From an optimization exercise on the open Yosys and OpenROAD flow, aimed at small area, a short achievable clock period and few clock cycles; shortcuts taken in it are not production practice. Function was checked by simulation only, so behaviour that the tests miss may differ from the original. Power and IR drop assume default switching activity.

## standard.sh

```bash
#!/bin/bash
# synth_recipe.tcl (not shown) runs the flow's synth.tcl, then flattens the netlist and writes it again
# the make line also repeats each setting of config.mk as NAME=value (left out here)
make -C /OpenROAD-flow-scripts/flow DESIGN_CONFIG=/design/flow/config.mk WORK_HOME=/design/flow/orfs CLKGATE_MAP_FILE= SYNTH_SCRIPT=/design/flow/synth_recipe.tcl "${@:-finish}"
```

## config.mk

```make
export PLATFORM = sky130hd
export DESIGN_NAME = poll_pulse_width_key_responder_top
export DESIGN_NICKNAME = poll_pulse_width_key_responder_top
export VERILOG_FILES = /design/flow/design.v
export SDC_FILE = /design/flow/constraint.sdc
export NUM_CORES = 4
export LEC_CHECK = 0
export CAP_MARGIN = 20
export CORE_MARGIN = 2
export CORE_UTILIZATION = 40
export CTS_CLUSTER_DIAMETER = 100
export CTS_CLUSTER_SIZE = 25
export SLEW_MARGIN = 20
```

## flow/run.sh

```bash
#!/bin/bash
# Layout flow: the standard ORFS flow (standard.sh: unchanged synthesis,
# floorplan, placement, CTS and routing at the design's clock period and
# constraints) with two changes to how the layout is optimised:
#  - repair_timing is asked to leave a larger setup margin, so it sizes the
#    critical paths well below the 13 ns period;
#  - every port still gets its own buffer, but buffer_ports starts from the
#    smallest buffer and lets repair_timing size up the ones that matter.
# make's output goes to standard.log; ORFS keeps each tool's own log under
# orfs/logs/.
set -euo pipefail
MARGIN=${MARGIN:-9.3}
bash standard.sh SETUP_SLACK_MARGIN=$MARGIN \
  "BUFFER_PORTS_ARGS=-buffer_cell sky130_fd_sc_hd__buf_1" finish > standard.log 2>&1
```

## constraint.sdc

```tcl
create_clock -name core_clock -period 13.0 [get_ports {clock}]
set_input_delay 2.6000 -clock core_clock [delete_from_list [all_inputs] [get_ports {clock}]]
set_output_delay 2.6000 -clock core_clock [all_outputs]
set_load 0.01 [all_outputs]
```

## design.v

```verilog
`default_nettype none
package pwkr_pkg;
   typedef enum logic [1:0] {
      OP_TICK = 2'd0,
      OP_POLL = 2'd1,
      OP_PUSH = 2'd2,
      OP_NOP  = 2'd3
   } opcode_type;
   typedef enum logic [2:0] {
      CSR_ZERO_LOW  = 3'd0,
      CSR_ZERO_HIGH = 3'd1,
      CSR_ONE_LOW   = 3'd2,
      CSR_ONE_HIGH  = 3'd3,
      CSR_TURN      = 3'd4,
      CSR_WINDOW    = 3'd5,
      CSR_STATUS    = 3'd6
   } csr_index_type;
   localparam int unsigned LEN_W    = 10;
   localparam int unsigned WINDOW_W = 16;
   localparam int unsigned KEY_W    = 8;
   localparam int unsigned CSR_W    = 16;
   localparam int unsigned RSP_W    = 16;
   localparam int unsigned QUEUED_W = 5;
   localparam logic [LEN_W-1:0]    ZERO_LOW_RST  = 10'd20;
   localparam logic [LEN_W-1:0]    ZERO_HIGH_RST = 10'd170;
   localparam logic [LEN_W-1:0]    ONE_LOW_RST   = 10'd95;
   localparam logic [LEN_W-1:0]    ONE_HIGH_RST  = 10'd95;
   localparam logic [LEN_W-1:0]    TURN_RST      = 10'd300;
   localparam logic [WINDOW_W-1:0] WINDOW_RST    = 16'd500;
   localparam logic [KEY_W-1:0]    STATUS_RST    = 8'hFD;
   localparam logic [3:0]          FRAME_BITS = 4'd8;
   localparam logic [WINDOW_W-1:0] SINCE_MAX  = 16'hFFFF;
   typedef struct packed {
      logic [LEN_W-1:0]    zero_low;
      logic [LEN_W-1:0]    zero_high;
      logic [LEN_W-1:0]    one_low;
      logic [LEN_W-1:0]    one_high;
      logic [LEN_W-1:0]    turnaround;
      logic [WINDOW_W-1:0] window;
      logic [KEY_W-1:0]    status;
   } cfg_type;
   typedef struct packed {
      logic push;
      logic pop;
   } fifo_ctl_type;
   typedef struct packed {
      logic full;
      logic empty;
   } fifo_stat_type;
endpackage
`default_nettype wire
`default_nettype none
module pwkr_csr (
   input  wire logic                        clock,
   input  wire logic                        reset,
   input  wire logic                        csr_valid,
   output logic                             csr_ready,
   input  wire logic [2:0]                  csr_index,
   input  wire logic [pwkr_pkg::CSR_W-1:0]  csr_data,
   output pwkr_pkg::cfg_type                cfg,
   output logic [5:0]                       cfg_nz    
);
   pwkr_pkg::cfg_type cfg_ff;
   logic [6:0]        we;
   logic [5:0]        nz_ff;
   assign csr_ready = 1'b1;
   assign cfg       = cfg_ff;
   assign cfg_nz    = nz_ff;
   always_comb begin
      for (int i = 0; i < 7; i++) begin
         we[i] = reset || (csr_valid && (csr_index == 3'(i)));
      end
   end
   always_ff @(posedge clock) begin
      if (we[0]) cfg_ff.zero_low   <= reset ? pwkr_pkg::ZERO_LOW_RST : csr_data[9:0];
      if (we[1]) cfg_ff.zero_high  <= reset ? pwkr_pkg::ZERO_HIGH_RST : csr_data[9:0];
      if (we[2]) cfg_ff.one_low    <= reset ? pwkr_pkg::ONE_LOW_RST : csr_data[9:0];
      if (we[3]) cfg_ff.one_high   <= reset ? pwkr_pkg::ONE_HIGH_RST : csr_data[9:0];
      if (we[4]) cfg_ff.turnaround <= reset ? pwkr_pkg::TURN_RST : csr_data[9:0];
      if (we[5]) cfg_ff.window     <= reset ? pwkr_pkg::WINDOW_RST : csr_data;
      if (we[6]) cfg_ff.status     <= reset ? pwkr_pkg::STATUS_RST : csr_data[7:0];
      if (we[0]) nz_ff[0] <= reset || (|csr_data[9:0]);
      if (we[1]) nz_ff[1] <= reset || (|csr_data[9:0]);
      if (we[2]) nz_ff[2] <= reset || (|csr_data[9:0]);
      if (we[3]) nz_ff[3] <= reset || (|csr_data[9:0]);
      if (we[4]) nz_ff[4] <= reset || (|csr_data[9:0]);
      if (we[5]) nz_ff[5] <= reset || (|csr_data[15:0]);
   end
endmodule
`default_nettype wire
`default_nettype none
module pwkr_key_fifo #(
   parameter int unsigned FIFO_DEPTH = 16,
   localparam int unsigned CW = $clog2(FIFO_DEPTH + 1)
) (
   input  wire logic                        clock,
   input  wire logic                        reset,
   input  wire logic                        push,
   input  wire logic                        pop,
   input  wire logic [pwkr_pkg::KEY_W-1:0]  wr_data,
   output logic [pwkr_pkg::KEY_W-1:0]       rd_data,
   output logic                             full,
   output logic                             empty,
   output logic [CW-1:0]                    count,
   output logic [CW-1:0]                    count_next
);
   logic [pwkr_pkg::KEY_W-1:0] mem [FIFO_DEPTH];
   logic [CW-1:0]              count_ff;
   logic                       empty_ff;
   assign count      = count_ff;
   assign full       = count_ff[CW-1];
   assign empty      = empty_ff;
   logic [pwkr_pkg::KEY_W-1:0] memr [FIFO_DEPTH];
   always_comb begin
      for (int j = 0; j < FIFO_DEPTH; j++) memr[j] = mem[(j + FIFO_DEPTH - 1) % FIFO_DEPTH];
   end
   assign rd_data    = memr[count_ff[CW-2:0]];
   assign count_next = push ? count_ff + 1'b1 : pop ? count_ff - 1'b1 : count_ff;
   always_ff @(posedge clock) begin
      if (reset) begin
         count_ff <= '0;
         empty_ff <= 1'b1;
      end else begin
         count_ff <= count_next;
         if (push) empty_ff <= 1'b0;
         else if (pop) empty_ff <= (count_ff == CW'(1));
      end
   end
   always_ff @(posedge clock) begin
      if (push) begin
         mem[0] <= wr_data;
         for (int i = 1; i < FIFO_DEPTH; i++) mem[i] <= mem[i-1];
      end
   end
endmodule
`default_nettype wire
`default_nettype none
module pwkr_core #(
   parameter int unsigned FIFO_DEPTH = 16,
   localparam int unsigned CW = $clog2(FIFO_DEPTH + 1)
) (
   input  wire logic                        clock,
   input  wire logic                        reset,
   input  pwkr_pkg::cfg_type                cfg,
   input  wire logic [5:0]                  cfg_nz,
   input  wire logic                        req_tvalid,
   output logic                             req_tready,
   input  wire logic [pwkr_pkg::KEY_W-1:0]  req_tdata,
   input  wire logic [1:0]                  req_tuser,
   output logic                             rsp_tvalid,
   input  wire logic                        rsp_tready,
   output logic [pwkr_pkg::RSP_W-1:0]       rsp_tdata,
   output logic                             fifo_push,
   output logic                             fifo_pop,
   input  wire logic                        fifo_full,
   input  wire logic                        fifo_empty,
   input  wire logic [pwkr_pkg::KEY_W-1:0]  fifo_head_key,
   input  wire logic [CW-1:0]               fifo_count_next,
   output logic [pwkr_pkg::KEY_W-1:0]       push_key
);
   localparam logic [1:0] PH_IDLE = 2'd0;
   localparam logic [1:0] PH_TURN = 2'd1;
   localparam logic [1:0] PH_LOW  = 2'd2;
   localparam logic [1:0] PH_HIGH = 2'd3;
   logic                       in_v, in_tick, in_poll, in_push;
   logic [pwkr_pkg::KEY_W-1:0] in_key;
   logic                       a_v, b_v, ready_q, valid_q;
   logic [8:0]                 a_d, out_d, rsp_new, a_new;
   logic                       b_drop;
   logic                       fire, a_free, hold_in;
   logic                       in_v_n, a_v_n, b_v_n;
   assign fire       = in_v && !b_v;
   assign hold_in    = in_v && b_v;
   assign a_free     = !a_v || rsp_tready;
   assign req_tready = ready_q;
   assign rsp_tvalid = valid_q;
   assign rsp_tdata  = {7'd0, out_d};
   assign push_key   = in_key;
   assign a_new  = {b_v ? b_drop : rsp_new[8], rsp_new[7:0]};
   assign in_v_n = hold_in || req_tvalid;
   assign a_v_n  = a_free ? (b_v || fire) : 1'b1;
   assign b_v_n  = a_free ? 1'b0 : (b_v || fire);
   always_ff @(posedge clock) begin
      if (reset) begin
         in_v    <= 1'b0;
         a_v     <= 1'b0;
         b_v     <= 1'b0;
         ready_q <= 1'b1;
         valid_q <= 1'b0;
      end else begin
         in_v    <= in_v_n;
         a_v     <= a_v_n;
         b_v     <= b_v_n;
         ready_q <= !(in_v_n && b_v_n);
         valid_q <= a_v_n;
      end
   end
   always_ff @(posedge clock) begin
      if (!hold_in) begin
         in_tick <= (req_tuser == 2'd0);
         in_poll <= (req_tuser == 2'd1);
         in_push <= (req_tuser == 2'd2);
         in_key  <= req_tdata;
      end
      a_d   <= a_free ? a_new : out_d;
      out_d <= a_free ? a_new : a_d;
      if (!b_v)   b_drop <= rsp_new[8];
   end
   logic [1:0]                    ph, ph_n;
   logic [pwkr_pkg::LEN_W-1:0]    tmr, tmr_n;
   logic [7:0]                    fr, fr_n, rem, rem_n;
   logic                          cb, cb_n;
   logic [pwkr_pkg::WINDOW_W-1:0] since, since_n;
   logic                          lt, lt_n;
   logic nzl0, nzh0, nzl1, nzh1, nzt, ab, cd, mixed, wnz;
   assign nzl0  = cfg_nz[0];
   assign nzh0  = cfg_nz[1];
   assign nzl1  = cfg_nz[2];
   assign nzh1  = cfg_nz[3];
   assign nzt   = cfg_nz[4];
   assign ab    = nzl0 || nzh0;
   assign cd    = nzl1 || nzh1;
   assign mixed = ab && cd;
   assign wnz   = cfg_nz[5];
   function automatic logic [9:0] search(input logic [7:0] f, input logic [7:0] r,
                                         input logic ab_i, input logic cd_i,
                                         input logic mixed_i);
      logic [7:0] cand, lo, pre;
      logic       any, fb;
      cand   = r & ((f & {8{cd_i}}) | (~f & {8{ab_i}}));
      any    = |cand;
      lo     = r & ~{r[6:0], 1'b0};
      fb     = mixed_i ? |(lo & f) : cd_i;
      pre[0] = 1'b0;
      for (int j = 1; j < 8; j++) pre[j] = pre[j-1] | cand[j-1];
      search = {any, fb, r & pre};
   endfunction
   logic                       op_tick, op_poll, op_push, expire, dropped, start;
   logic [7:0]                 frame;
   logic [9:0]                 s_res;
   assign op_tick = fire && in_tick;
   assign op_poll = fire && in_poll && (ph == PH_IDLE);
   assign op_push = fire && in_push;
   assign expire  = (tmr == 10'd1);
   assign start   = lt || !fifo_empty;
   assign frame   = lt ? cfg.status : fifo_head_key;
   assign s_res   = search(fr_n, rem, ab, cd, mixed);
   assign fifo_push = op_push && !fifo_full;
   assign fifo_pop  = op_poll && !lt && !fifo_empty;
   assign dropped   = op_push && fifo_full;
   logic tick_act, ld_turn, ld_len, go_idle, l_bit, l_high;
   logic [pwkr_pkg::LEN_W-1:0] l_len;
   assign tick_act = op_tick && (ph != PH_IDLE);
   assign fr_n     = op_poll ? frame : fr;
   always_comb begin
      logic to_h, s_go, p_go;
      to_h = (ph == PH_LOW) && (cb ? nzh1 : nzh0);
      s_go = tick_act && expire && !to_h && s_res[9];
      p_go = op_poll && start && !nzt && s_res[9];
      ld_turn = op_poll && start && nzt;
      ld_len  = (tick_act && expire && (to_h || s_res[9])) || p_go;
      go_idle = (tick_act && expire && !to_h && !s_res[9]);
      l_bit   = (!op_poll && to_h) ? cb : s_res[8];
      l_high  = (tick_act && to_h) || !(l_bit ? nzl1 : nzl0);
      l_len   = l_bit ? (l_high ? cfg.one_high : cfg.one_low)
                      : (l_high ? cfg.zero_high : cfg.zero_low);
      ph_n  = ld_turn ? PH_TURN : ld_len ? {1'b1, l_high} : go_idle ? PH_IDLE : ph;
      tmr_n = ld_turn ? cfg.turnaround : ld_len ? l_len
            : (tick_act && !expire) ? tmr - 1'b1 : tmr;
      rem_n = (ld_turn || go_idle) ? 8'hFF : (s_go || p_go) ? s_res[7:0] : rem;
      cb_n  = (s_go || p_go) ? l_bit : cb;
   end
   always_comb begin
      since_n = since;
      if (op_tick) begin
         if (since != pwkr_pkg::SINCE_MAX) since_n = since + 1'b1;
      end else if (op_poll) begin
         since_n = '0;
      end
      lt_n = since_n < cfg.window;
      rsp_new    = '0;
      rsp_new[0] = ph_n[1];
      rsp_new[1] = (ph_n == PH_HIGH);
      rsp_new[2] = (ph_n != PH_IDLE);
      rsp_new[7:3] = pwkr_pkg::QUEUED_W'(fifo_count_next);
      rsp_new[8] = dropped;
   end
   always_ff @(posedge clock) begin
      if (reset) begin
         ph    <= PH_IDLE;
         rem   <= 8'hFF;
         since <= '0;
         lt    <= 1'b1;
      end else begin
         ph    <= ph_n;
         rem   <= rem_n;
         since <= since_n;
         lt    <= lt_n;
      end
   end
   always_ff @(posedge clock) begin
      tmr <= tmr_n;
      fr  <= fr_n;
      cb  <= cb_n;
   end
endmodule
`default_nettype wire
`default_nettype none
module poll_pulse_width_key_responder_top #(
   parameter int unsigned FIFO_DEPTH = 16
) (
   input  wire logic        clock,
   input  wire logic        reset,
   input  wire logic        req_tvalid,
   output logic             req_tready,
   input  wire logic [7:0]  req_tdata,    
   input  wire logic [1:0]  req_tuser,    
   output logic             rsp_tvalid,
   input  wire logic        rsp_tready,
   output logic [15:0]      rsp_tdata,    
   input  wire logic        csr_valid,
   output logic             csr_ready,
   input  wire logic [2:0]  csr_index,
   input  wire logic [15:0] csr_data
);
   localparam int unsigned CW = $clog2(FIFO_DEPTH + 1);
   pwkr_pkg::cfg_type          cfg;
   logic [5:0]                 cfg_nz;
   logic                       push, pop, full, empty;
   logic [pwkr_pkg::KEY_W-1:0] head_key, push_key;
   logic [CW-1:0]              count, count_next;
   pwkr_csr u_csr (
      .clock     (clock),
      .reset     (reset),
      .csr_valid (csr_valid),
      .csr_ready (csr_ready),
      .csr_index (csr_index),
      .csr_data  (csr_data),
      .cfg       (cfg),
      .cfg_nz    (cfg_nz)
   );
   pwkr_key_fifo #(
      .FIFO_DEPTH (FIFO_DEPTH)
   ) u_fifo (
      .clock      (clock),
      .reset      (reset),
      .push       (push),
      .pop        (pop),
      .wr_data    (push_key),
      .rd_data    (head_key),
      .full       (full),
      .empty      (empty),
      .count      (count),
      .count_next (count_next)
   );
   pwkr_core #(
      .FIFO_DEPTH (FIFO_DEPTH)
   ) u_core (
      .clock           (clock),
      .reset           (reset),
      .cfg             (cfg),
      .cfg_nz          (cfg_nz),
      .req_tvalid      (req_tvalid),
      .req_tready      (req_tready),
      .req_tdata       (req_tdata),
      .req_tuser       (req_tuser),
      .rsp_tvalid      (rsp_tvalid),
      .rsp_tready      (rsp_tready),
      .rsp_tdata       (rsp_tdata),
      .fifo_push       (push),
      .fifo_pop        (pop),
      .fifo_full       (full),
      .fifo_empty      (empty),
      .fifo_head_key   (head_key),
      .fifo_count_next (count_next),
      .push_key        (push_key)
   );
endmodule
`default_nettype wire
```

==> out/results.ini, run 1 <==
[sta]
period_share=0.2799
maxClockFrequency_mhz=274.8
tightestPinTransition_ns=0.8482
final_setup_violations=0
finalClockSkew_ns=0.02307
tns_ns=0
unrepaired_setup_endpoints_after_global_routing=true
slew_viol_final=0
slew_headroom=0.4345
period_needed_ns=3.639
timing.final.hold_violations=0

[yosys]
yosysMostFrequentCell=sky130_fd_sc_hd__edfxtp_1
synthesis.yosys.warnings=5
synth-compound-area-share=0.1305
synthDominantCellAreaShare=0.5397
synth_cells=1004
synthSimpleGateAreaFrac=0.1332
synthDistinctLibCells=75
synth_edf_count=229
share_of_synthesized_area_spent_on_multiplexers=0.03535
post_synth_fa_ha_maj_area_fraction=0.02258
syn-mean-instance-area_um2=12.69
synth_top_family_by_area=simple AND/OR/NAND/NOR gates
synth.yosys.seq_area_share=0.6402
netlist_top_cells_count=229 x sky130_fd_sc_hd__edfxtp_1, 77 x sky130_fd_sc_hd__nand2_1, 64 x sky130_fd_sc_hd__dfxtp_1
yosys_register_bits=293
async_reset_ff_frac=0
synth_top_area_cell=sky130_fd_sc_hd__edfxtp_1
xor_and_xnor_fraction_of_the_mapped_netlist_area=0.007561
synth.cell_area_mm2=0.01274
synth_top_flop_cell=sky130_fd_sc_hd__edfxtp_1
synth_area_leaders=sky130_fd_sc_hd__edfxtp_1 54%, sky130_fd_sc_hd__dfxtp_1 10%, sky130_fd_sc_hd__nand2_1 2.3%, sky130_fd_sc_hd__ha_1 2.3%, sky130_fd_sc_hd__mux2i_1 2.1%

[setup_path]
cp-start-kind=flip-flop
worstPathCellList=buf_1
required_ns=10.40
setup.worst_path.class=reg2out
critical_path.n_buffers_inverters=1
worst-path-max-fanout=2
setup.worst_path.end_class=primary output
arrival_time_worst_endpoint_ns=1.04
critical-path-top-delay-family=flip-flops
slowest_cell_delay_on_critical_path_ns=0.36
critical-path-slowest-cell=sky130_fd_sc_hd__dfxtp_1

[finish]
areaGrowthSynthToFinish_pct=11.22
number_of_antenna_repair_diodes=0
drive_above_1_share=0.1281
fill_cells=2829
fin_area_mm2=0.01417
layout.nets=1093
final_core_utilization=0.4503

[placed_design]
place.port_buffers=44
detailed_place_hpwl_um=19280
detailed_place.area_mm2=0.01333
gp_congestion=0.8495

[die]
horizontal_die_dimension_um=182.5
num_rows=65
floorplan.die_area_mm2=0.03330
core_region_area_mm2=0.03147
die_height_um=182.5
effective_utilization_at_floorplan=0.4048
num_io_pins=53

[route]
drt-wirelength-per-cell_um=19.79
ant_nets=0
post-route-drc-count=0
drtPass1Iterations=5
drtIter0Drc=863
via_count=8069
avgViaCountPerCell=5.573
wl_um=28660

[grt]
first_global_vias=7816
grt_use_total=0.1708
grt_start_max_net_pins=72
gr-total-overflow=0
number_of_antenna_violations_at_the_first_check_in_global_routing=0
grt_first_pass_wirelength_um=44660

[clock_network]
tritoncts=yes
ctsRootBufferMaster=sky130_fd_sc_hd__clkbuf_16
clock_sinks=293
cts-hold-fix-buffers=0
clk_pin_slew_worst_paths_ns=0.09
cts.htree.levels=1
clockBufferDepth=3
clk_latency_ns=0.51
cts_made_buffers=16

[status]
outcome=no timing/DRC/antenna violations

[power]
vdd_drop_max_uv=83.74
leakage_nw=4.878
power-per-cell-area_mw_per_mm2=124.5

[run]
maxcap_violations=0

[min_path]
min_path_type=reg2reg

==> report_power, final <==
part / internal (W) / switching [W]
clock network: 0.000252 / 0.000307
registers: 0.00105 / 0.0000172
logic: 0.0000518 / 0.0000866
total: 0.00135 / 0.000411
==> final cells by class <==
type                    count  area, um2  share of cell area
clock buffers              26      459.2             0.03240
flip-flops and latches    293       8163              0.5760
inverters                  31      116.4            0.008211
repair buffers             64      382.9             0.02702
multi-input cells         630       4507              0.3180
well taps                 402      503.0             0.03549
clock inverters             2      41.29            0.002913
==> cells in the final DEF, fill, tap and decap left out, drive strengths merged, types with 15 or more instances in the layout <==
cell type	n
clkbuf	29
mux2	16
a21oi	36
inv	32
ha	23
mux2i	27
nor2	59
or2	24
nor3	15
a22oi	23
nor2b	42
o21ai	36
dfxtp	64
buf	61
nand2	77
edfxtp	229
nand3	27
a21o	21
==> registers in the layout (all words and copies together), names as in the netlist, 2 cells and up <==
signal / cells
u_core.tmr: 10
u_core.out_d: 9
u_fifo.count_ff: 5
u_csr.cfg_ff: 74
u_core.fr: 8
u_core.since: 16
u_core.a_d: 9
u_fifo.mem: 128
u_core.rem: 8
u_core.ph: 2
u_core.in_key: 8
u_csr.nz_ff: 5
==> cell families after synthesis <==
logic type,count (synthesis)
adder cells (fa/ha/maj),23
multiplexers,43
other,2
flip-flops,293
AO/OA/AOI/OAI,224
AND/OR/NAND/NOR,320
buffers and inverters,88
XOR/XNOR,11
==> final timing paths <==
check | start | end | slack, ns | cells past startpoint
setup / recovery | u_core.out_d[3] | rsp_tdata[3] | 9.36 | 1
hold / removal | u_core.in_key[6] | u_fifo.mem[0][6] | 0.40 | 0
setup reg to reg | u_fifo.count_ff[1] | u_core.tmr[7] | 9.41 | 13
hold reg to reg | u_core.in_key[6] | u_fifo.mem[0][6] | 0.40 | 0
==> metrics by stage <==
step                power (W)  setup slack [ns]  hold slack (ns)  cells
floorplan            0.001174             9.339           0.3996   1010
global placement     0.001214             8.325           0.4036   1412
detailed placement   0.001216             8.174           0.4080   1412
CTS                  0.001774             9.301           0.4075   1444
global route         0.001832             9.281           0.4012   1448
finish               0.001764             9.361           0.3992   1448
==> metal layers <==
metal / vias to the layer above / wire length, um / global-route usage
met4: 0 / 457 / 0.04129
li1: 3839 / - / -
met3: 33 / 1234 / 0.02275
met5: - / 0 / 0
met2: 193 / 13220 / 0.2692
met1: 4004 / 13740 / 0.2508
==> what timing repair did <==
| action | CTS | global route |
|---|---|---|
| pin swaps | 5 | 9 |
| resized for setup | 32 | 36 |
| cloned | 0 | 2 |
| buffers inserted | 4 | 2 |
| hold endpoints to repair | 0 | 0 |
| endpoints found under the setup margin | 122 | 41 |
Testbench counts, summed over its fixed seeds: cycles 72,096.
==> run 2, diff against run 1 <==
--- a/config.mk
+++ b/config.mk
@@ -11,3 +11,4 @@
 export CTS_CLUSTER_DIAMETER = 100
 export CTS_CLUSTER_SIZE = 25
+export PLACE_DENSITY = 0.45
 export SLEW_MARGIN = 20
==> run 2 against run 1 <==
Effect of this change: clock power shrank 7.3%; power shrank 2.3%; via count shrank 0.63%; sequential share of layout area grew 0.14 points; sequential cell count is the same; critical endpoint is now rsp_tdata[6]; register-to-register slack gained 0.05 ns; non-clock buffer count grew 6; sequential power is essentially flat; clock skew shrank 0.0089 ns; worst hold slack gained 0.027 ns; final cell count grew 0.14%.
==> out/results.ini, run 2 <==
[status]
outcome=no timing/DRC/antenna violations

[die]
horizontal_die_dimension_um=182.5  ; unchanged
floorplan.die_area_mm2=0.03330  ; unchanged
num_io_pins=53  ; unchanged
num_rows=65  ; unchanged
die_height_um=182.5  ; unchanged
effective_utilization_at_floorplan=0.4048  ; unchanged
core_region_area_mm2=0.03147  ; unchanged

[placed_design]
placed_cells_incl_taps=1412  ; unchanged
detailed_place_hpwl_um=20520  ; +6.4%
detailed_place.area_mm2=0.01333  ; about the same
gp_congestion=0.7794  ; -8.3%
place.port_buffers=44  ; unchanged

[clock_network]
tritoncts=yes
clk_latency_ns=0.50  ; about the same
clockBufferDepth=3  ; unchanged
cts-hold-fix-buffers=0  ; unchanged
clk_pin_slew_worst_paths_ns=0.10  ; about the same
ctsRootBufferMaster=sky130_fd_sc_hd__clkbuf_16
clock_sinks=293  ; unchanged
cts.htree.levels=1  ; unchanged
cts_made_buffers=15  ; -1

[power]
power.share.sequential=0.619  ; +0.014
vdd_drop_max_uv=83.69  ; about the same
clockPowerShare=0.301  ; -0.016
switching_share=0.2324  ; -0.0004241
switchingPower_w=0.0004005  ; -2.5%
leakage_nw=4.865  ; -0.25%
power.combinational.fraction=0.080  ; +0.002
cell_internal_pwr_w=0.001323  ; -2.3%
power-per-cell-area_mw_per_mm2=121.9  ; -2.1%

[setup_path]
setup.worst_path.class=reg2out
critical-path-slowest-cell=sky130_fd_sc_hd__dfxtp_1
setup.worst_path.end_class=primary output
worstPathCellList=buf_1
worst-path-max-fanout=2  ; unchanged
critical-path-top-delay-family=flip-flops
critical_path.n_buffers_inverters=1  ; unchanged
slowest_cell_delay_on_critical_path_ns=0.35  ; about the same
arrival_time_worst_endpoint_ns=1.02  ; -0.02 ns
cp-start-kind=flip-flop
required_ns=10.40  ; about the same

[finish]
fin_cells=1450  ; +0.14%
fill_cells=2894  ; +2.3%
largest_register_ffs=128  ; unchanged
final_core_utilization=0.4493  ; -0.0009940
most-common-layout-cells=229 x sky130_fd_sc_hd__edfxtp_1, 77 x sky130_fd_sc_hd__nand2_1, 60 x sky130_fd_sc_hd__dfxtp_1
largest_register=u_fifo.mem
layout_commonest_cell=sky130_fd_sc_hd__edfxtp_1
layout.nets=1097  ; +0.37%
areaGrowthSynthToFinish_pct=10.98
number_of_antenna_repair_diodes=0  ; unchanged
reg.largest.list=u_fifo.mem x128, u_csr.cfg_ff x74, u_core.since x16
drive_above_1_share=0.1326  ; +0.004527
fin_area_mm2=0.01414  ; -0.22%

[yosys]
netlist_top_cells_count=229 x sky130_fd_sc_hd__edfxtp_1, 77 x sky130_fd_sc_hd__nand2_1, 64 x sky130_fd_sc_hd__dfxtp_1
synthDistinctLibCells=75  ; unchanged
synth_top_area_cell=sky130_fd_sc_hd__edfxtp_1
synth_area_leaders=sky130_fd_sc_hd__edfxtp_1 54%, sky130_fd_sc_hd__dfxtp_1 10%, sky130_fd_sc_hd__nand2_1 2.3%, sky130_fd_sc_hd__ha_1 2.3%, sky130_fd_sc_hd__mux2i_1 2.1%
synth_top_flop_cell=sky130_fd_sc_hd__edfxtp_1
yosys_register_bits=293  ; unchanged
synth.yosys.seq_area_share=0.6402  ; unchanged
synth.cell_area_mm2=0.01274  ; unchanged
synth_edf_count=229  ; unchanged
synthDominantCellAreaShare=0.5397  ; unchanged
synthesis.yosys.warnings=5  ; unchanged
syn-mean-instance-area_um2=12.69  ; unchanged
yosysMostFrequentCell=sky130_fd_sc_hd__edfxtp_1
synth_cells=1004  ; unchanged
async_reset_ff_frac=0  ; unchanged

[sta]
slew_viol_final=0  ; unchanged
tns_ns=0  ; unchanged
tightestPinTransition_ns=1.035  ; +0.1870 ns
slew_headroom=0.3098  ; -0.1247
unrepaired_setup_endpoints_after_global_routing=false
fin_hold_ws_ns=0.4258  ; +0.02657 ns
period_needed_ns=3.615  ; -0.02403 ns
timing.final.hold_violations=0  ; unchanged
period_share=0.2781  ; -0.001848
final_setup_violations=0  ; unchanged
maxClockFrequency_mhz=276.6  ; +0.66%
finalClockSkew_ns=0.01417  ; -0.008907 ns

[grt]
grt_use_total=0.1842  ; +0.01346
grt_first_pass_wirelength_um=47600  ; +6.6%
number_of_antenna_violations_at_the_first_check_in_global_routing=2  ; +2
grt_start_max_net_pins=84  ; +17%
first_global_vias=7798  ; -0.23%
gr-total-overflow=0  ; unchanged

[route]
drt-wirelength-per-cell_um=21.33  ; +7.8%
drtIter0Drc=619  ; -28%
drtPass1Iterations=5  ; unchanged
avgViaCountPerCell=5.530  ; -0.77%
wl_um=30920  ; +7.9%
via_count=8018  ; -0.63%
ant_nets=0  ; unchanged
post-route-drc-count=0  ; unchanged

[min_path]
min_path_type=reg2reg

[run]
maxcap_violations=0  ; unchanged

## run 2: cell types whose count changed in the layout (fill, tap and decap cells not counted), moves of 3 or more
cell / change
sky130_fd_sc_hd__a221oi_2: +3
sky130_fd_sc_hd__a221oi_4: -3
sky130_fd_sc_hd__o21ai_0: +7
sky130_fd_sc_hd__o21ai_1: -7
## run 2: what timing repair did
| action | 4_1_cts | 5_1_grt |
|---|---|---|
| pin swaps | 3 | 8 |
| cloned | 0 | 1 |
| resized for setup | 39 | 24 |
| buffers inserted | 6 | 6 |
| endpoints found under the setup margin | 68 | 38 |
## run 2: logic make-up after synthesis
kind of cell | synth area share
XOR/XNOR | 0.007561
AND/OR/NAND/NOR | 0.1331
other | 0.0005894
buffers and inverters | 0.03005
flip-flops | 0.6402
AO/OA/AOI/OAI | 0.1305
multiplexers | 0.03535
adder cells (fa/ha/maj) | 0.02258
## run 2: area by class of cell
class / count / area, um2 / area share
clock inverter: 1 / 8.758 / 0.0006194
multi-input combinational: 629 / 4502 / 0.3184
sequential: 293 / 8165 / 0.5774
clock buffer: 24 / 409.1 / 0.02893
timing repair buffer: 70 / 436.7 / 0.03088
inverter: 31 / 116.4 / 0.008229
tap: 402 / 503.0 / 0.03557
## run 2: layer usage
metal / track usage / share of wire
met1: 0.2906 / 0.51
met2: 0.2763 / 0.43
met3: 0.01936 / 0.043
met4: 0.03194 / 0.013
met5: 0 / 0.00087
## run 2: path summary, 6_finish.rpt
path,cells after the start,startpoint,end,slack (ns)
max,1,u_core.out_d[6],rsp_tdata[6],9.38
max reg2reg,12,u_fifo.count_ff[1],u_core.tmr[5],9.46
min reg2reg,0,u_core.in_key[4],u_fifo.mem[0][4],0.43
min,0,u_core.in_key[4],u_fifo.mem[0][4],0.43
## run 2: power by group through the flow
stage	clock network [W]	registers (W)	logic, W
after floorplan	0	0.00108	0.0000929
after global placement	0	0.00109	0.000129
after detailed placement	0	0.00109	0.000129
after CTS	0.000538	0.00107	0.000135
after global routing	0.000563	0.00107	0.000153
final	0.000518	0.00107	0.000138
## run 2: metrics by stage
step                power [W]  setup slack, ns
floorplan            0.001174            9.339
global placement     0.001216            7.849
detailed placement   0.001217            8.112
CTS                  0.001740            9.285
global route         0.001788            9.295
finish               0.001723            9.385
==> run 3, diff against run 2 <==
==> flow/run.sh (replaced) <==
#!/bin/bash
# Layout flow: the standard ORFS flow (standard.sh: unchanged synthesis,
# floorplan, placement, CTS and routing at the design's clock period and
# constraints) with changes only to how the layout is optimised:
#  - repair_timing is asked to leave a larger setup margin, so it sizes the
#    critical paths well below the 13 ns period, and uses only unbuffering,
#    sizing, pin swaps and buffering (no gate cloning or load splitting);
#  - every port still gets its own buffer, but buffer_ports starts from the
#    smallest buffer and lets repair_timing size up the ones that matter.
# make's output goes to standard.log; ORFS keeps each tool's own log under
# orfs/logs/.
set -euo pipefail
MARGIN=${MARGIN:-9.2}
bash standard.sh SETUP_SLACK_MARGIN=$MARGIN \
  SETUP_MOVE_SEQUENCE=unbuffer,sizeup,swap,buffer \
  "BUFFER_PORTS_ARGS=-buffer_cell sky130_fd_sc_hd__buf_1" finish > standard.log 2>&1
==> run 3 against run 2 <==
Effect of this change: still clean; first-iteration DRC count is 15% lower; critical path depth stayed put; routed wire length is 2.2% lower; register-to-register slack worse by 0.09 ns; cell area is 1.2% lower; setup slack worse by 0.022 ns; sequential cell count stayed put; utilization is 0.53 points lower; global-route usage is 0.22 points lower; clock power hardly changed; sequential power hardly changed; power is 0.33% lower; critical path type unchanged; largest cell class unchanged.
==> out/results.ini, run 3 <==
[yosys]
synth_cells=1004  ; unchanged
netlist_top_cells_count=229 x sky130_fd_sc_hd__edfxtp_1, 77 x sky130_fd_sc_hd__nand2_1, 64 x sky130_fd_sc_hd__dfxtp_1
synthDominantCellAreaShare=0.5397  ; unchanged
async_reset_ff_frac=0  ; unchanged
yosys_register_bits=293  ; unchanged
synth.cell_area_mm2=0.01274  ; unchanged
synth.yosys.seq_area_share=0.6402  ; unchanged
synth_area_leaders=sky130_fd_sc_hd__edfxtp_1 54%, sky130_fd_sc_hd__dfxtp_1 10%, sky130_fd_sc_hd__nand2_1 2.3%, sky130_fd_sc_hd__ha_1 2.3%, sky130_fd_sc_hd__mux2i_1 2.1%
synth_top_flop_cell=sky130_fd_sc_hd__edfxtp_1
syn-mean-instance-area_um2=12.69  ; unchanged
synthesis.yosys.warnings=5  ; unchanged
synth_top_area_cell=sky130_fd_sc_hd__edfxtp_1
synth_edf_count=229  ; unchanged
yosysMostFrequentCell=sky130_fd_sc_hd__edfxtp_1
synthDistinctLibCells=75  ; unchanged

[die]
die_height_um=182.5  ; unchanged
core_region_area_mm2=0.03147  ; unchanged
floorplan.die_area_mm2=0.03330  ; unchanged
num_rows=65  ; unchanged
horizontal_die_dimension_um=182.5  ; unchanged
effective_utilization_at_floorplan=0.4048  ; unchanged
num_io_pins=53  ; unchanged

[route]
via_count=7980  ; -0.47%
avgViaCountPerCell=5.534  ; about the same
drt-wirelength-per-cell_um=20.97  ; -1.7%
ant_nets=0  ; unchanged
drtPass1Iterations=5  ; unchanged
post-route-drc-count=0  ; unchanged
wl_um=30240  ; -2.2%
drtIter0Drc=528  ; -15%

[setup_path]
setup.worst_path.end_class=primary output
critical-path-top-delay-family=flip-flops
number_of_cells_on_the_critical_path=1  ; unchanged
required_ns=10.40  ; about the same
cp-start-kind=flip-flop
rrSetupSlack_ns=9.37  ; -0.09 ns
critical_path.n_buffers_inverters=1  ; unchanged
critical-path-slowest-cell=sky130_fd_sc_hd__dfxtp_1
slowest_cell_delay_on_critical_path_ns=0.36  ; about the same
setup.worst_path.class=reg2out
worst-path-max-fanout=2  ; unchanged
worstPathCellList=buf_1
arrival_time_worst_endpoint_ns=1.04  ; +0.02 ns
worst_r2r_path_depth=11  ; -1

[clock_network]
clk_pin_slew_worst_paths_ns=0.11  ; about the same
clk_latency_ns=0.51  ; about the same
ctsRootBufferMaster=sky130_fd_sc_hd__clkbuf_16
cts_made_buffers=15  ; unchanged
cts-hold-fix-buffers=0  ; unchanged
clock_sinks=293  ; unchanged
cts.htree.levels=1  ; unchanged
tritoncts=yes
clockBufferDepth=3  ; unchanged

[sta]
postLayoutSetupSlackWorst_ns=9.362  ; -0.02247 ns
timing.final.hold_violations=0  ; unchanged
final_setup_violations=0  ; unchanged
unrepaired_setup_endpoints_after_global_routing=true
period_needed_ns=3.638  ; +0.02247 ns
period_share=0.2798  ; +0.001728
tns_ns=0  ; unchanged
fin_hold_ws_ns=0.4276  ; +0.001816 ns
slew_headroom=0.3004  ; -0.009386
tightestPinTransition_ns=1.049  ; +0.01408 ns
finalClockSkew_ns=0.01892  ; +0.004754 ns
slew_viol_final=0  ; unchanged
maxClockFrequency_mhz=274.9  ; -0.62%

[placed_design]
place_worst_setup_slack_ns=7.772  ; -0.3405 ns
gp_congestion=0.7780  ; -0.18%
detailed_place_hpwl_um=20380  ; -0.69%
place.port_buffers=44  ; unchanged

[finish]
most-common-layout-cells=229 x sky130_fd_sc_hd__edfxtp_1, 77 x sky130_fd_sc_hd__nand2_1, 62 x sky130_fd_sc_hd__dfxtp_1
layout.nets=1089  ; -0.73%
areaGrowthSynthToFinish_pct=9.662
reg.largest.list=u_fifo.mem x128, u_csr.cfg_ff x74, u_core.since x16
largest_register=u_fifo.mem
largest_register_ffs=128  ; unchanged
fill_cells=2895  ; +0.035%
number_of_antenna_repair_diodes=0  ; unchanged
drive_above_1_share=0.1212  ; -0.01148
layout_commonest_cell=sky130_fd_sc_hd__edfxtp_1

[grt]
grt_first_pass_wirelength_um=46880  ; -1.5%
grt_start_max_net_pins=85  ; +1.2%
gr-total-overflow=0  ; unchanged
number_of_antenna_violations_at_the_first_check_in_global_routing=0  ; -2
grt_use_total=0.1820  ; -0.002217
first_global_vias=7634  ; -2.1%

[power]
leakage_nw=4.806  ; -1.2%
vdd_drop_max_uv=83.14  ; -0.66%
power_w=0.001718  ; -0.33%
power-per-cell-area_mw_per_mm2=122.9  ; +0.87%

[run]
maxcap_violations=0  ; unchanged

[min_path]
timing.hold.worst_path_depth=0  ; unchanged
min_path_type=reg2reg

[status]
outcome=no timing/DRC/antenna violations

[run 3: cell count changes in the layout (fill, tap and decap cells not counted), moves of 3 or more]
cell                      delta
sky130_fd_sc_hd__o21ai_0     -4
sky130_fd_sc_hd__a21o_4      -3
sky130_fd_sc_hd__ha_1        -3
sky130_fd_sc_hd__buf_4       -4
sky130_fd_sc_hd__a21o_2      +3
sky130_fd_sc_hd__o21ai_1     +3
[run 3: path summary, 6_finish.rpt]
check / end / start
min: u_fifo.mem[0][6] / u_core.in_key[6]
max reg2reg: u_core.tmr[0] / u_fifo.count_ff[1]
max: rsp_tdata[2] / u_core.out_d[2]
min reg2reg: u_fifo.mem[0][6] / u_core.in_key[6]
[run 3: logic make-up (layout without fill, tap and decap cells)]
logic type	after synthesis	in the layout	share of synthesized area
DFF	293	293	0.6402
other	2	8	0.0005894
buffers and inverters	88	118	0.03005
AOI/OAI and AO/OA	224	224	0.1305
muxes	43	43	0.03535
and+or+nand+nor	320	320	0.1331
adders and majority gates	23	23	0.02258
xor gates and xnor gates	11	11	0.007561
[run 3: per-stage QoR]
stage,cells,utilization,area (um2)
3_5_place_dp,1410,0.4223,13290
6_report,1442,0.4440,13970
5_1_grt,1442,0.4440,13970
3_3_place_gp,1410,0.4223,13290
4_1_cts,1441,0.4407,13870
2_1_floorplan,1010,-,12800
[run 3: repair_timing]
action                     CTS  global route
setup endpoints to repair   38            38
buffers inserted             6             1
pin swaps                    3             3
gates resized for setup     31            21
cloned                       0             0
[run 3: power by group]
group          total [W]  internal, W  leakage (nW)  switching, W
combinational   0.000134    0.0000496          1.92     0.0000846
clock           0.000517     0.000220         0.204      0.000297
sequential       0.00107      0.00105          2.68     0.0000167
[run 3: layout make-up]
cell class	count	area (um2)	share of cell area
Timing Repair Buffer	62	326.6	0.02337
Inverter	31	116.4	0.008327
Clock inverter	2	10.01	0.0007163
Multi-Input combinational cell	629	4452	0.3186
Sequential cell	293	8160	0.5840
Tap cell	402	503.0	0.03600
Clock buffer	23	405.4	0.02901
[run 3: layer usage]
metal	GRT usage	share of wire	vias to the layer above
li1	-	-	3830
met1	0.2857	0.52	3980
met2	0.2732	0.44	147
met3	0.02335	0.039	23
met4	0.02806	0.0098	0
met5	0	0	-

-- what the ideal ports hide --
The results above use ideal ports. As a check the final layouts listed here were re-extracted and re-timed, cells and wires unchanged.
Step 1 (the two cells are an assumption about what drives the block):
set clk [get_ports {clock}]
set_driving_cell -lib_cell sky130_fd_sc_hd__clkbuf_16 $clk
set_driving_cell -lib_cell sky130_fd_sc_hd__buf_2 [delete_from_list [all_inputs] $clk]
Step 2 adds t to the input delays and takes it off the output delays; t is the mean of the earliest and latest rising clock arrival at the registers after step 1. Input paths then give back, and output paths get back, about the clock's delay inside the block.
Three values: no drivers, after step 1, after step 2; two values: the first two.
| run | t, ns | setup WS [ns] | worst hold slack (ns) | worst slew at a driven data input, ns |
|---|---|---|---|---|
| run 1 | 0.550 | 9.361 / 9.311 / 8.941 | 0.399 / 0.399 / 0.399 | 0.05 |
| run 2 | 0.541 | 9.385 / 9.338 / 8.922 | 0.426 / 0.426 / 0.426 | 0.07 |
| run 3 | 0.553 | 9.362 / 9.310 / 8.905 | 0.428 / 0.428 / 0.428 | 0.05 |
After both steps every run listed still meets setup and hold. For run 2, which loses most, drivers alone change the setup slack by -0.047 ns; drivers and shift together by -0.463 ns.
